What follows belongs to an exercise in optimizing a design on an open flow for small area and few clock cycles per item; a production flow would make more cautious choices.
Function was checked by simulation only, so behaviour that the tests miss may differ from the original.

## flow/design.v (module list and top-level ports; edited modules follow where they fit)
// module ldr_mac: 1688 lines
// module ldr_fa: 4 lines
// module ldr_ha: 4 lines
// module ldr_han: 4 lines
// module ldr_hapn: 4 lines
// module ldr_xnor2: 3 lines
// module ldr_xor2: 3 lines
// module ldr_or2: 3 lines
// module ldr_nor2: 3 lines
// module ldr_gt16: 15 lines
// module ldr_gtr16: 15 lines
// module ldr_gtbit: 8 lines
// module ldr_eq16: 7 lines
// module light_dimmer_ramp_controller: 195 lines
module light_dimmer_ramp_controller
(
    input  wire logic        i_clk,
    input  wire logic        i_rst_n,
    input  wire logic        in_valid,
    output logic             in_ready,
    input  wire logic        in_op,
    input  wire logic [1:0]  in_port,
    input  wire logic        in_payload_on,
    input  wire logic [15:0] in_level_value,
    input  wire logic        in_readback_ok,
    output logic             out_valid,
    input  wire logic        out_ready,
    output logic             out_write_valid,
    output logic      [15:0] out_write_level,
    output logic             out_ramp_running,
    input  wire logic        psel,
    input  wire logic        penable,
    input  wire logic        pwrite,
    input  wire logic [4:0]  paddr,
    input  wire logic [31:0] pwdata,
    output logic      [31:0] prdata,
    output logic             pready
);
  // ...
==> flow/flow/run.sh <==
#!/bin/bash
# The standard layout (the standard.sh: ORFS synthesis through finish), with
# one change: the buffer that global placement puts on each input and output
# port is the smallest buffer cell instead of the one buffer_ports picks itself.
set -euo pipefail
export BUFFER_PORTS_ARGS="-buffer_cell sky130_fd_sc_hd__buf_1"
bash standard.sh > standard.log 2>&1
==> flow/standard.sh <==
#!/bin/bash
# synth_recipe.tcl (not shown) runs the flow's synth.tcl, then flattens the netlist and writes it again
# the make line also repeats each setting of config.mk as NAME=value (left out here)
make -C /OpenROAD-flow-scripts/flow DESIGN_CONFIG=/design/flow/config.mk WORK_HOME=/design/flow/orfs CLKGATE_MAP_FILE= SYNTH_SCRIPT=/design/flow/synth_recipe.tcl "${@:-finish}"
==> flow/config.mk <==
export PLATFORM = sky130hd
export DESIGN_NAME = light_dimmer_ramp_controller
export DESIGN_NICKNAME = light_dimmer_ramp_controller
export VERILOG_FILES = /design/flow/design.v
export SDC_FILE = /design/flow/constraint.sdc
export NUM_CORES = 4
export LEC_CHECK = 0
export CAP_MARGIN = 20
export CORE_MARGIN = 2
export CORE_UTILIZATION = 40
export CTS_BUF_LIST = sky130_fd_sc_hd__clkbuf_8
export SLEW_MARGIN = 20
export SYNTH_HIERARCHICAL = 1
==> flow/constraint.sdc <==
create_clock -name core_clock -period 15.0 [get_ports {i_clk}]
set_input_delay 3.0000 -clock core_clock [delete_from_list [all_inputs] [get_ports {i_clk}]]
set_output_delay 3.0000 -clock core_clock [all_outputs]
set_load 0.01 [all_outputs]
==> impl_metrics.ini, run 1 <==
[placed_design]
dp_cells = 2133

[finish]
fin_util = 0.433
final_nets = 1939
final_cell_mix = nand2_1 (335), fa_1 (225), inv_1 (102)
nNonClkBuffers = 132
clkbuf_count = 17

[setup_path]
critPathKind = in2reg
critPathBufInv = 4
worst_path_largest_cell_delay_ps = 790
critPathSlowestCell = a222oi_1
cp_max_fo = 17
r2r-start = c_step[10]
crit_required_ps = 15340
end_kind = flop
rr_worst_depth = 37
critPathCapture = r_rem[8]
startpoint = in_op
critPathTopFamily = compound AO/OA/AOI/OAI gates

[clock_network]
clock_latency_ps = 450
post_cts_buffers = 0
h-tree-depth = 4
cts_tree = built

[sta]
max-slew-margin-rel = 0.323
setup_ws_ps = 1410
worst_slew_pin_slew_ps = 1010
fin_crit_ps = 13590
max_freq_ghz = 0.0736

[detailed_routing]
top_layer = met4
met3WireLength_um = 3560

[job]
max-cap-violations = 0

[outcome]
status = complete, no violations

[grt]
use_met2 = 0.384
grt_pass1_vias = 12700

[floorplan]
initial_utilization = 0.404
die_x_um = 201
fp.dieArea_um2 = 40500

[yosys]
post_synth.cell_area_avg_um2 = 9.63
Testbench counts, summed over its fixed seeds: cycles 25,664, items 25,600.
==> run 2: changes to the inputs <==
--- a/flow/design.v
+++ b/flow/design.v
@@ -769,28 +769,28 @@
     wire s762;
     wire c763;
     wire s764;
     wire c765;
     wire s766;
     wire c767;
     wire s768;
     wire c769;
-    wire g770;
-    wire h771;
-    wire g772;
-    wire h773;
-    wire g774;
-    wire h775;
-    wire g776;
-    wire h777;
-    wire g778;
-    wire h779;
-    wire g780;
-    wire h781;
+    wire r770;
+    wire r771;
+    wire r772;
+    wire r773;
+    wire r774;
+    wire r775;
+    wire r776;
+    wire r777;
+    wire r778;
+    wire r779;
+    wire r780;
+    wire r781;
     wire g782;
     wire h783;
     wire g784;
     wire h785;
     wire g786;
     wire h787;
     wire g788;
     wire h789;
@@ -826,165 +826,106 @@
     wire h819;
     wire g820;
     wire h821;
     wire g822;
     wire h823;
     wire g824;
     wire h825;
     wire g826;
-    wire h827;
-    wire g828;
-    wire h829;
-    wire g830;
-    wire h831;
-    wire g832;
-    wire h833;
-    wire g834;
-    wire h835;
-    wire g836;
-    wire h837;
-    wire G838;
-    wire P839;
-    wire G840;
-    wire P841;
-    wire G842;
-    wire P843;
-    wire G844;
-    wire P845;
-    wire G846;
-    wire P847;
-    wire G848;
-    wire P849;
-    wire G850;
-    wire P851;
-    wire G852;
-    wire P853;
-    wire G854;
-    wire P855;
-    wire G856;
-    wire P857;
-    wire G858;
-    wire P859;
-    wire G860;
-    wire P861;
-    wire G862;
-    wire P863;
-    wire G864;
-    wire P865;
-    wire G866;
-    wire P867;
-    wire G868;
-    wire P869;
-    wire G870;
-    wire P871;
-    wire G872;
-    wire P873;
-    wire G874;
-    wire P875;
-    wire G876;
-    wire P877;
-    wire G878;
-    wire P879;
-    wire G880;
-    wire P881;
-    wire G882;
-    wire P883;
-    wire G884;
-    wire P885;
-    wire G886;
-    wire P887;
-    wire G888;
-    wire P889;
-    wire G890;
-    wire P891;
-    wire G892;
-    wire P893;
-    wire G894;
-    wire P895;
-    wire G896;
-    wire P897;
-    wire G898;
-    wire P899;
-    wire G900;
-    wire P901;
-    wire G902;
-    wire P903;
-    wire G904;
-    wire P905;
-    wire G906;
-    wire P907;
-    wire G908;
-    wire P909;
-    wire G910;
-    wire P911;
-    wire G912;
-    wire P913;
-    wire G914;
-    wire P915;
-    wire G916;
-    wire P917;
-    wire G918;
-    wire P919;
-    wire G920;
-    wire P921;
-    wire G922;
-    wire P923;
-    wire G924;
-    wire P925;
-    wire G926;
-    wire P927;
-    wire G928;
-    wire P929;
-    wire G930;
-    wire P931;
-    wire G932;
-    wire P933;
-    wire G934;
-    wire P935;
-    wire G936;
-    wire P937;
-    wire G938;
-    wire P939;
-    wire G940;
-    wire P941;
-    wire G942;
-    wire P943;
-    wire G944;
-    wire P945;
-    wire G946;
-    wire P947;
-    wire G948;
-    wire P949;
-    wire G950;
-    wire P951;
-    wire G952;
-    wire P953;
-    wire G954;
-    wire P955;
-    wire G956;
-    wire P957;
-    wire z958;
-    wire z959;
-    wire z960;
-    wire z961;
-    wire z962;
-    wire z963;
-    wire z964;
-    wire z965;
-    wire z966;
-    wire z967;
-    wire z968;
-    wire z969;
-    wire z970;
-    wire z971;
-    wire z972;
-    wire z973;
-    wire z974;
-    wire z975;
+    wire G827;
+    wire P828;
+    wire G829;
+    wire P830;
+    wire G831;
+    wire P832;
+    wire G833;
+    wire P834;
+    wire G835;
+    wire P836;
+    wire G837;
+    wire P838;
+    wire G839;
+    wire P840;
+    wire G841;
+    wire P842;
+    wire G843;
+    wire P844;
+    wire G845;
+    wire P846;
+    wire G847;
+    wire P848;
+    wire G849;
+    wire P850;
+    wire G851;
+    wire P852;
+    wire G853;
+    wire P854;
+    wire G855;
+    wire P856;
+    wire G857;
+    wire P858;
+    wire G859;
+    wire P860;
+    wire G861;
+    wire P862;
+    wire G863;
+    wire P864;
+    wire G865;
+    wire P866;
+    wire G867;
+    wire P868;
+    wire G869;
+    wire P870;
+    wire G871;
+    wire P872;
+    wire G873;
+    wire P874;
+    wire G875;
+    wire P876;
+    wire G877;
+    wire P878;
+    wire G879;
+    wire P880;
+    wire G881;
+    wire P882;
+    wire G883;
+    wire P884;
+    wire G885;
+    wire P886;
+    wire G887;
+    wire P888;
+    wire G889;
+    wire P890;
+    wire G891;
+    wire P892;
+    wire G893;
+    wire P894;
+    wire G895;
+    wire P896;
+    wire G897;
+    wire P898;
+    wire z899;
+    wire z900;
+    wire z901;
+    wire z902;
+    wire z903;
+    wire z904;
+    wire z905;
+    wire z906;
+    wire z907;
+    wire z908;
+    wire z909;
+    wire z910;
+    wire z911;
+    wire z912;
+    wire z913;
+    wire z914;
+    wire z915;
+    wire z916;
     assign p1 = ~(g[0] & b[0]);
     assign p2 = ~(g[0] & b[1]);
     assign p3 = ~(g[0] & b[2]);
     assign p4 = ~(g[0] & b[3]);
     assign p5 = ~(g[0] & b[4]);
     assign p6 = ~(g[0] & b[5]);
     assign p7 = ~(g[0] & b[6]);
     assign p8 = ~(g[0] & b[7]);
@@ -1504,192 +1445,144 @@
     ldr_fa u_s754 (.a(c631), .b(s696), .c(c695), .s(s754), .co(c755));
     ldr_fa u_s756 (.a(s638), .b(c697), .c(s698), .s(s756), .co(c757));
     ldr_fa u_s758 (.a(s642), .b(c699), .c(s700), .s(s758), .co(c759));
     ldr_fa u_s760 (.a(c643), .b(s702), .c(c701), .s(s760), .co(c761));
     ldr_fa u_s762 (.a(s650), .b(c703), .c(s704), .s(s762), .co(c763));
     ldr_fa u_s764 (.a(c651), .b(s706), .c(c705), .s(s764), .co(c765));
     ldr_fa u_s766 (.a(c653), .b(s708), .c(c707), .s(s766), .co(c767));
     ldr_fa u_s768 (.a(q289), .b(a288), .c(c709), .s(s768), .co(c769));
-    assign g770 = 1'b0;
-    assign h771 = ~p1;
-    ldr_hapn u_g772 (.a(p2), .b(p17), .s(h773), .co(g772));
-    ldr_hapn u_g774 (.a(p33), .b(s710), .s(h775), .co(g774));
-    ldr_hapn u_g776 (.a(c711), .b(s712), .s(h777), .co(g776));
-    ldr_hapn u_g778 (.a(c713), .b(s714), .s(h779), .co(g778));
-    ldr_hapn u_g780 (.a(c715), .b(s716), .s(h781), .co(g780));
-    ldr_hapn u_g782 (.a(c717), .b(s718), .s(h783), .co(g782));
-    ldr_hapn u_g784 (.a(c719), .b(s720), .s(h785), .co(g784));
-    ldr_hapn u_g786 (.a(c721), .b(s722), .s(h787), .co(g786));
-    ldr_hapn u_g788 (.a(c723), .b(s724), .s(h789), .co(g788));
-    ldr_hapn u_g790 (.a(c725), .b(s726), .s(h791), .co(g790));
-    ldr_hapn u_g792 (.a(c727), .b(s728), .s(h793), .co(g792));
-    ldr_hapn u_g794 (.a(c729), .b(s730), .s(h795), .co(g794));
-    ldr_hapn u_g796 (.a(c731), .b(s732), .s(h797), .co(g796));
-    ldr_hapn u_g798 (.a(c733), .b(s734), .s(h799), .co(g798));
-    ldr_hapn u_g800 (.a(c735), .b(s736), .s(h801), .co(g800));
-    ldr_hapn u_g802 (.a(c737), .b(s738), .s(h803), .co(g802));
-    ldr_hapn u_g804 (.a(c739), .b(s740), .s(h805), .co(g804));
-    ldr_hapn u_g806 (.a(c741), .b(s742), .s(h807), .co(g806));
-    ldr_hapn u_g808 (.a(c743), .b(s744), .s(h809), .co(g808));
-    ldr_hapn u_g810 (.a(c745), .b(s746), .s(h811), .co(g810));
-    ldr_hapn u_g812 (.a(c747), .b(s748), .s(h813), .co(g812));
-    ldr_hapn u_g814 (.a(c749), .b(s750), .s(h815), .co(g814));
-    ldr_hapn u_g816 (.a(c751), .b(s752), .s(h817), .co(g816));
-    ldr_hapn u_g818 (.a(s754), .b(c753), .s(h819), .co(g818));
-    ldr_hapn u_g820 (.a(s756), .b(c755), .s(h821), .co(g820));
-    ldr_hapn u_g822 (.a(c757), .b(s758), .s(h823), .co(g822));
-    ldr_hapn u_g824 (.a(c759), .b(s760), .s(h825), .co(g824));
-    ldr_hapn u_g826 (.a(s762), .b(c761), .s(h827), .co(g826));
-    ldr_hapn u_g828 (.a(c763), .b(s764), .s(h829), .co(g828));
-    ldr_hapn u_g830 (.a(s766), .b(c765), .s(h831), .co(g830));
-    ldr_hapn u_g832 (.a(s768), .b(c767), .s(h833), .co(g832));
-    assign g834 = 1'b0;
-    assign h835 = ~c769;
-    assign g836 = 1'b0;
-    assign h837 = 1'b0;
-    assign G838 = g772 | (h773 & g770);
-    assign P839 = h773 & h771;
-    assign G840 = g776 | (h777 & g774);
-    assign P841 = h777 & h775;
-    assign G842 = g780 | (h781 & g778);
-    assign P843 = h781 & h779;
-    assign G844 = g784 | (h785 & g782);
-    assign P845 = h785 & h783;
-    assign G846 = g788 | (h789 & g786);
-    assign P847 = h789 & h787;
-    assign G848 = g792 | (h793 & g790);
-    assign P849 = h793 & h791;
-    assign G850 = g796 | (h797 & g794);
-    assign P851 = h797 & h795;
-    assign G852 = g800 | (h801 & g798);
-    assign P853 = h801 & h799;
-    assign G854 = g804 | (h805 & g802);
-    assign P855 = h805 & h803;
-    assign G856 = g808 | (h809 & g806);
-    assign P857 = h809 & h807;
-    assign G858 = g812 | (h813 & g810);
-    assign P859 = h813 & h811;
-    assign G860 = g816 | (h817 & g814);
-    assign P861 = h817 & h815;
-    assign G862 = g820 | (h821 & g818);
-    assign P863 = h821 & h819;
-    assign G864 = g824 | (h825 & g822);
-    assign P865 = h825 & h823;
-    assign G866 = g828 | (h829 & g826);
-    assign P867 = h829 & h827;
-    assign G868 = g832 | (h833 & g830);
-    assign P869 = h833 & h831;
-    assign G870 = g836 | (h837 & g834);
-    assign P871 = h837 & h835;
-    assign G872 = G840 | (P841 & G838);
-    assign P873 = P841 & P839;
-    assign G874 = G844 | (P845 & G842);
-    assign P875 = P845 & P843;
-    assign G876 = G848 | (P849 & G846);
-    assign P877 = P849 & P847;
-    assign G878 = G852 | (P853 & G850);
-    assign P879 = P853 & P851;
-    assign G880 = G856 | (P857 & G854);
-    assign P881 = P857 & P855;
-    assign G882 = G860 | (P861 & G858);
-    assign P883 = P861 & P859;
-    assign G884 = G864 | (P865 & G862);
-    assign P885 = P865 & P863;
-    assign G886 = G868 | (P869 & G866);
-    assign P887 = P869 & P867;
-    assign G888 = G874 | (P875 & G872);
-    assign P889 = P875 & P873;
-    assign G890 = G878 | (P879 & G876);
-    assign P891 = P879 & P877;
-    assign G892 = G882 | (P883 & G880);
-    assign P893 = P883 & P881;
-    assign G894 = G886 | (P887 & G884);
-    assign P895 = P887 & P885;
-    assign G896 = G890 | (P891 & G888);
-    assign P897 = P891 & P889;
-    assign G898 = G894 | (P895 & G892);
-    assign P899 = P895 & P893;
-    assign G900 = G898 | (P899 & G896);
-    assign P901 = P899 & P897;
-    assign G902 = G892 | (P893 & G896);
-    assign P903 = P893 & P897;
-    assign G904 = G876 | (P877 & G888);
-    assign P905 = P877 & P889;
-    assign G906 = G880 | (P881 & G896);
-    assign P907 = P881 & P897;
-    assign G908 = G884 | (P885 & G902);
-    assign P909 = P885 & P903;
-    assign G910 = G842 | (P843 & G872);
-    assign P911 = P843 & P873;
-    assign G912 = G846 | (P847 & G888);
-    assign P913 = P847 & P889;
-    assign G914 = G850 | (P851 & G904);
-    assign P915 = P851 & P905;
-    assign G916 = G854 | (P855 & G896);
-    assign P917 = P855 & P897;
-    assign G918 = G858 | (P859 & G906);
-    assign P919 = P859 & P907;
-    assign G920 = G862 | (P863 & G902);
-    assign P921 = P863 & P903;
-    assign G922 = G866 | (P867 & G908);
-    assign P923 = P867 & P909;
-    assign G924 = G870 | (P871 & G900);
-    assign P925 = P871 & P901;
-    assign G926 = g774 | (h775 & G838);
-    assign P927 = h775 & P839;
-    assign G928 = g778 | (h779 & G872);
-    assign P929 = h779 & P873;
-    assign G930 = g782 | (h783 & G910);
-    assign P931 = h783 & P911;
-    assign G932 = g786 | (h787 & G888);
-    assign P933 = h787 & P889;
-    assign G934 = g790 | (h791 & G912);
-    assign P935 = h791 & P913;
-    assign G936 = g794 | (h795 & G904);
-    assign P937 = h795 & P905;
-    assign G938 = g798 | (h799 & G914);
-    assign P939 = h799 & P915;
-    assign G940 = g802 | (h803 & G896);
-    assign P941 = h803 & P897;
-    assign G942 = g806 | (h807 & G916);
-    assign P943 = h807 & P917;
-    assign G944 = g810 | (h811 & G906);
-    assign P945 = h811 & P907;
-    assign G946 = g814 | (h815 & G918);
-    assign P947 = h815 & P919;
-    assign G948 = g818 | (h819 & G902);
-    assign P949 = h819 & P903;
-    assign G950 = g822 | (h823 & G920);
-    assign P951 = h823 & P921;
-    assign G952 = g826 | (h827 & G908);
-    assign P953 = h827 & P909;
-    assign G954 = g830 | (h831 & G922);
-    assign P955 = h831 & P923;
-    assign G956 = g834 | (h835 & G900);
-    assign P957 = h835 & P901;
-    assign z958 = h803 ^ G896;
-    assign z959 = h805 ^ G940;
-    assign z960 = h807 ^ G916;
-    assign z961 = h809 ^ G942;
-    assign z962 = h811 ^ G906;
-    assign z963 = h813 ^ G944;
-    assign z964 = h815 ^ G918;
-    assign z965 = h817 ^ G946;
-    assign z966 = h819 ^ G902;
-    assign z967 = h821 ^ G948;
-    assign z968 = h823 ^ G920;
-    assign z969 = h825 ^ G950;
-    assign z970 = h827 ^ G908;
-    assign z971 = h829 ^ G952;
-    assign z972 = h831 ^ G922;
-    assign z973 = h833 ^ G954;
-    assign z974 = h835 ^ G900;
-    assign z975 = h837 ^ G956;
-    assign z = {z975, z974, z973, z972, z971, z970, z969, z968, z967, z966, z965, z964, z963, z962, z961, z960, z959, z958};
+    assign r770 = 1'b0;
+    assign r771 = (~p2 & ~p17) | (~p2 & r770) | (~p17 & r770);
+    assign r772 = (~p33 & ~s710) | (~p33 & r771) | (~s710 & r771);
+    assign r773 = (~c711 & ~s712) | (~c711 & r772) | (~s712 & r772);
+    assign r774 = (~c713 & ~s714) | (~c713 & r773) | (~s714 & r773);
+    assign r775 = (~c715 & ~s716) | (~c715 & r774) | (~s716 & r774);
+    assign r776 = (~c717 & ~s718) | (~c717 & r775) | (~s718 & r775);
+    assign r777 = (~c719 & ~s720) | (~c719 & r776) | (~s720 & r776);
+    assign r778 = (~c721 & ~s722) | (~c721 & r777) | (~s722 & r777);
+    assign r779 = (~c723 & ~s724) | (~c723 & r778) | (~s724 & r778);
+    assign r780 = (~c725 & ~s726) | (~c725 & r779) | (~s726 & r779);
+    assign r781 = (~c727 & ~s728) | (~c727 & r780) | (~s728 & r780);
+    ldr_hapn u_g782 (.a(c729), .b(s730), .s(h783), .co(g782));
+    ldr_hapn u_g784 (.a(c731), .b(s732), .s(h785), .co(g784));
+    ldr_hapn u_g786 (.a(c733), .b(s734), .s(h787), .co(g786));
+    ldr_hapn u_g788 (.a(c735), .b(s736), .s(h789), .co(g788));
+    ldr_hapn u_g790 (.a(c737), .b(s738), .s(h791), .co(g790));
+    ldr_hapn u_g792 (.a(c739), .b(s740), .s(h793), .co(g792));
+    ldr_hapn u_g794 (.a(c741), .b(s742), .s(h795), .co(g794));
+    ldr_hapn u_g796 (.a(c743), .b(s744), .s(h797), .co(g796));
+    ldr_hapn u_g798 (.a(c745), .b(s746), .s(h799), .co(g798));
+    ldr_hapn u_g800 (.a(c747), .b(s748), .s(h801), .co(g800));
+    ldr_hapn u_g802 (.a(c749), .b(s750), .s(h803), .co(g802));
+    ldr_hapn u_g804 (.a(c751), .b(s752), .s(h805), .co(g804));
+    ldr_hapn u_g806 (.a(s754), .b(c753), .s(h807), .co(g806));
+    ldr_hapn u_g808 (.a(s756), .b(c755), .s(h809), .co(g808));
+    ldr_hapn u_g810 (.a(c757), .b(s758), .s(h811), .co(g810));
+    ldr_hapn u_g812 (.a(c759), .b(s760), .s(h813), .co(g812));
+    ldr_hapn u_g814 (.a(s762), .b(c761), .s(h815), .co(g814));
+    ldr_hapn u_g816 (.a(c763), .b(s764), .s(h817), .co(g816));
+    ldr_hapn u_g818 (.a(s766), .b(c765), .s(h819), .co(g818));
+    ldr_hapn u_g820 (.a(s768), .b(c767), .s(h821), .co(g820));
+    assign g822 = 1'b0;
+    assign h823 = ~c769;
+    assign g824 = 1'b0;
+    assign h825 = 1'b0;
+    assign g826 = g782 | (h783 & r781);
+    assign G827 = g784 | (h785 & g826);
+    assign P828 = h785 & h783;
+    assign G829 = g788 | (h789 & g786);
+    assign P830 = h789 & h787;
+    assign G831 = g792 | (h793 & g790);
+    assign P832 = h793 & h791;
+    assign G833 = g796 | (h797 & g794);
+    assign P834 = h797 & h795;
+    assign G835 = g800 | (h801 & g798);
+    assign P836 = h801 & h799;
+    assign G837 = g804 | (h805 & g802);
+    assign P838 = h805 & h803;
+    assign G839 = g808 | (h809 & g806);
+    assign P840 = h809 & h807;
+    assign G841 = g812 | (h813 & g810);
+    assign P842 = h813 & h811;
+    assign G843 = g816 | (h817 & g814);
+    assign P844 = h817 & h815;
+    assign G845 = g820 | (h821 & g818);
+    assign P846 = h821 & h819;
+    assign G847 = g824 | (h825 & g822);
+    assign P848 = h825 & h823;
+    assign G849 = G829 | (P830 & G827);
+    assign P850 = P830 & P828;
+    assign G851 = G833 | (P834 & G831);
+    assign P852 = P834 & P832;
+    assign G853 = G837 | (P838 & G835);
+    assign P854 = P838 & P836;
+    assign G855 = G841 | (P842 & G839);
+    assign P856 = P842 & P840;
+    assign G857 = G845 | (P846 & G843);
+    assign P858 = P846 & P844;
+    assign G859 = G851 | (P852 & G849);
+    assign P860 = P852 & P850;
+    assign G861 = G855 | (P856 & G853);
+    assign P862 = P856 & P854;
+    assign G863 = G861 | (P862 & G859);
+    assign P864 = P862 & P860;
+    assign G865 = G853 | (P854 & G859);
+    assign P866 = P854 & P860;
+    assign G867 = G857 | (P858 & G863);
+    assign P868 = P858 & P864;
+    assign G869 = G831 | (P832 & G849);
+    assign P870 = P832 & P850;
+    assign G871 = G835 | (P836 & G859);
+    assign P872 = P836 & P860;
+    assign G873 = G839 | (P840 & G865);
+    assign P874 = P840 & P866;
+    assign G875 = G843 | (P844 & G863);
+    assign P876 = P844 & P864;
+    assign G877 = G847 | (P848 & G867);
+    assign P878 = P848 & P868;
+    assign G879 = g786 | (h787 & G827);
+    assign P880 = h787 & P828;
+    assign G881 = g790 | (h791 & G849);
+    assign P882 = h791 & P850;
+    assign G883 = g794 | (h795 & G869);
+    assign P884 = h795 & P870;
+    assign G885 = g798 | (h799 & G859);
+    assign P886 = h799 & P860;
+    assign G887 = g802 | (h803 & G871);
+    assign P888 = h803 & P872;
+    assign G889 = g806 | (h807 & G865);
+    assign P890 = h807 & P866;
+    assign G891 = g810 | (h811 & G873);
+    assign P892 = h811 & P874;
+    assign G893 = g814 | (h815 & G863);
+    assign P894 = h815 & P864;
+    assign G895 = g818 | (h819 & G875);
+    assign P896 = h819 & P876;
+    assign G897 = g822 | (h823 & G867);
+    assign P898 = h823 & P868;
+    assign z899 = h791 ^ G849;
+    assign z900 = h793 ^ G881;
+    assign z901 = h795 ^ G869;
+    assign z902 = h797 ^ G883;
+    assign z903 = h799 ^ G859;
+    assign z904 = h801 ^ G885;
+    assign z905 = h803 ^ G871;
+    assign z906 = h805 ^ G887;
+    assign z907 = h807 ^ G865;
+    assign z908 = h809 ^ G889;
+    assign z909 = h811 ^ G873;
+    assign z910 = h813 ^ G891;
+    assign z911 = h815 ^ G863;
+    assign z912 = h817 ^ G893;
+    assign z913 = h819 ^ G875;
+    assign z914 = h821 ^ G895;
+    assign z915 = h823 ^ G867;
+    assign z916 = h825 ^ G897;
+    assign z = {z916, z915, z914, z913, z912, z911, z910, z909, z908, z907, z906, z905, z904, z903, z902, z901, z900, z899};
 endmodule
 module ldr_fa (input wire a, input wire b, input wire c, output wire s, output wire co);
     assign s  = a ^ b ^ c;
     assign co = (a & b) | (a & c) | (b & c);
 endmodule
 module ldr_ha (input wire a, input wire b, output wire s, output wire co);
     assign s  = a ^ b;
     assign co = a & b;
==> run 2 against run 1 <==
Fmax shrank 1.5%. Critical endpoint is now r_rem[11]. Count of clock-buffer cells in the layout is the same. Still clean.
==> impl_metrics.ini, run 2 <==
[grt]
grt_pass1_wl_um = 73200
grt_overflow = 0
grt_max_degree = 42
antenna_found_initial = 0
grt_pass1_vias = 12700
grtUsageTotal = 0.237

[clock_network]
clk_path_buf_depth = 2
cts_tree = built
cts_resized = 0
cts_buffers = 17
clk_pin_slew_ps = 80
clockRootBuffer = clkbuf_8
h-tree-depth = 4
post_cts_buffers = 0
hold_buffers = 0
cts_sinks = 122
clock_latency_ps = 460

[sta]
timing.final.crit_share = 0.920
setup_tns_ps = 0
hold_viol = 0
max-slew-margin-rel = 0.323
rsz0062_at_grt = false
max_freq_ghz = 0.0725
finClkSkew_ps = 20.7
slew_viol_final = 0
setup_ws_ps = 1200
worst_slew_pin_slew_ps = 1010
fin_crit_ps = 13800
setup_violations = 0

[detailed_routing]
wl_um = 47300
via_per_inst = 5.75
drcViolationCount = 0
ant_nets = 0
routedWlPerCell_um = 22.2
drtIter0Drc = 1529
vias = 12200
firstDrtPassIters = 5

[floorplan]
die_h_um = 200
core_region_area_um2 = 37800
ios = 118
initial_utilization = 0.408
fp.dieArea_um2 = 40200
rows = 71
die_x_um = 200

[finish]
layout_commonest_cell = nand2_1
areaGrowthSynthToFinish_pct = 7.11
fillCellCount = 3643
drive_above_1_share = 0.124
n_antenna_cell = 0
layoutNonFillerInstCount = 2128
multiInputGateArea_um2 = 11200
final_cell_mix = nand2_1 (329), fa_1 (225), inv_1 (99)
regArea_um2 = 3280
fin_util = 0.437
final_nets = 1908

[setup_path]
critPathTopFamily = adder cells
crit_required_ps = 15400
cp.arrival_ps = 14200
ff2ff_setup_slack_ps = 3640
end_kind = flop
worst_path_largest_cell_delay_ps = 710
critPathKind = in2reg
critPathSlowestCell = a222oi_1
worstSetupStartpointType = input port
crit_top_cell = fa_1
cp_max_fo = 17
critPathBufInv = 4

[yosys]
synth.most_common_cell = nand2_1
synth_cells = 1589
synth_enable_flop_cells = 84
synth_area_leader_cell = fa_1
synth_area_leaders = fa_1 (29%), edfxtp_1 (16%), nand2_1 (8.0%)
yosys_warnings = 7
post_synth.cell_area_avg_um2 = 9.72
synthDominantCellAreaShare = 0.292
ys_seq_elements = 122
synthFlopType = edfxtp_1
synthDistinctLibCells = 76
synth_common_cells = nand2_1 (329), fa_1 (225), inv_1 (99)
seq_area_frac_synth = 0.213
synthArstFlopShare = 0
mappedNetlistArea_um2 = 15400

[placed_design]
portBuffers = 82
dp_hpwl_um = 36500
place.gp.congestion = 0.946
dp_cells = 2096
dp_slack_ps = 870

[min_path]
hp-class = reg2reg

[job]
max-cap-violations = 0

[outcome]
status = complete, no violations
[run 2: cell families (layout without fill, tap and decap cells)]
group                    after synthesis  in the layout  share of synthesized area
adder cells (fa/ha/maj)              281            281                      0.333
XOR/XNOR                              92             92                     0.0522
AND/OR/NAND/NOR                      531            531                      0.156
AO/OA/AOI/OAI                        228            228                      0.115
flip-flops                           122            122                      0.213
buffers and inverters                247            260                     0.0703
multiplexers                          83             83                     0.0598
other                                  5             20                    0.00122
[run 2: per-layer routing]
metal / vias up / routed length [µm] / share of wire / global-route usage
met2: 531 / 21800 / 0.46 / 0.375
met1: 6285 / 20700 / 0.44 / 0.337
met4: 0 / 1270 / 0.027 / 0.0775
met5: - / 0 / 0 / 0
li1: 5343 / - / - / -
met3: 75 / 3580 / 0.076 / 0.0339
[run 2: worst paths after layout]
path / startpoint / endpoint / depth (start not counted)
max: in_op / r_rem[11] / 41
max reg2reg: c_step[10] / r_rem[11] / 39
min: r_kind[0] / r_kind[0] / 2
min reg2reg: r_kind[0] / r_kind[0] / 2
[run 2: stage by stage]
stage / instance area [µm²] / hold WS (ps)
5_1_grt: 16500 / 549
6_report: 16500 / 533
3_5_place_dp: 16100 / 513
2_1_floorplan: 15500 / 481
4_1_cts: 16500 / 526
3_3_place_gp: 16100 / 505
[run 2: worst min-delay path: cells and delay by family (launching register included)]
kind / cells / cell delay (ps)
flops: 1 / 360
simple gates: 1 / 80
compound gates: 1 / 60
[run 2: layout make-up]
class,count,area share
clock buffers,17,0.0141
clock inverters,15,0.0123
inverters,102,0.0233
multi-input cells,1235,0.675
flip-flops and latches,122,0.198
well taps,511,0.0387
repair buffers,126,0.0387
[run 2: Yosys stat by module (local to each module, per instance), a selection]
module                        copies in the design  cell area [µm²]
ldr_gt16                                         2              305
ldr_xor2                                        20             8.76
ldr_xnor2                                       15             8.76
light_dimmer_ramp_controller                     1             6980
ldr_eq16                                         1              178
ldr_gtr16                                        2             3.75
ldr_mac                                          1             2210
ldr_nor2                                        20             3.75
Testbench counts of run 2, summed over its fixed seeds: cycles 25,664, items 25,600.

separate check: timing with driven ports:
The results above use ideal ports. As a check the final layouts listed here were re-extracted and re-timed, cells and wires unchanged. Step 1 assumes that a clkbuf_16 drives the clock port and a buf_2 every other input. Step 2 adds t to the input delays and takes it off the output delays; t is the mean of the earliest and latest rising clock arrival at the registers after step 1. Input paths then give back, and output paths get back, about the clock's delay inside the block. Three values: no drivers, after step 1, after step 2; two values: the first two.
run | shift t [ns] | setup WS [ns] | worst setup path after step 2 | worst register clock-pin slew, ns
run 1 | 0.486 | 1.412 / 1.417 / 0.931 | input to register | 0.09 / 0.09
run 2 | 0.496 | 1.198 / 1.211 / 0.715 | input to register | 0.10 / 0.10
After both steps setup and hold are still met in every run listed. For run 2, which loses most, drivers alone change the setup slack by +0.013 ns; drivers and shift together by -0.483 ns.
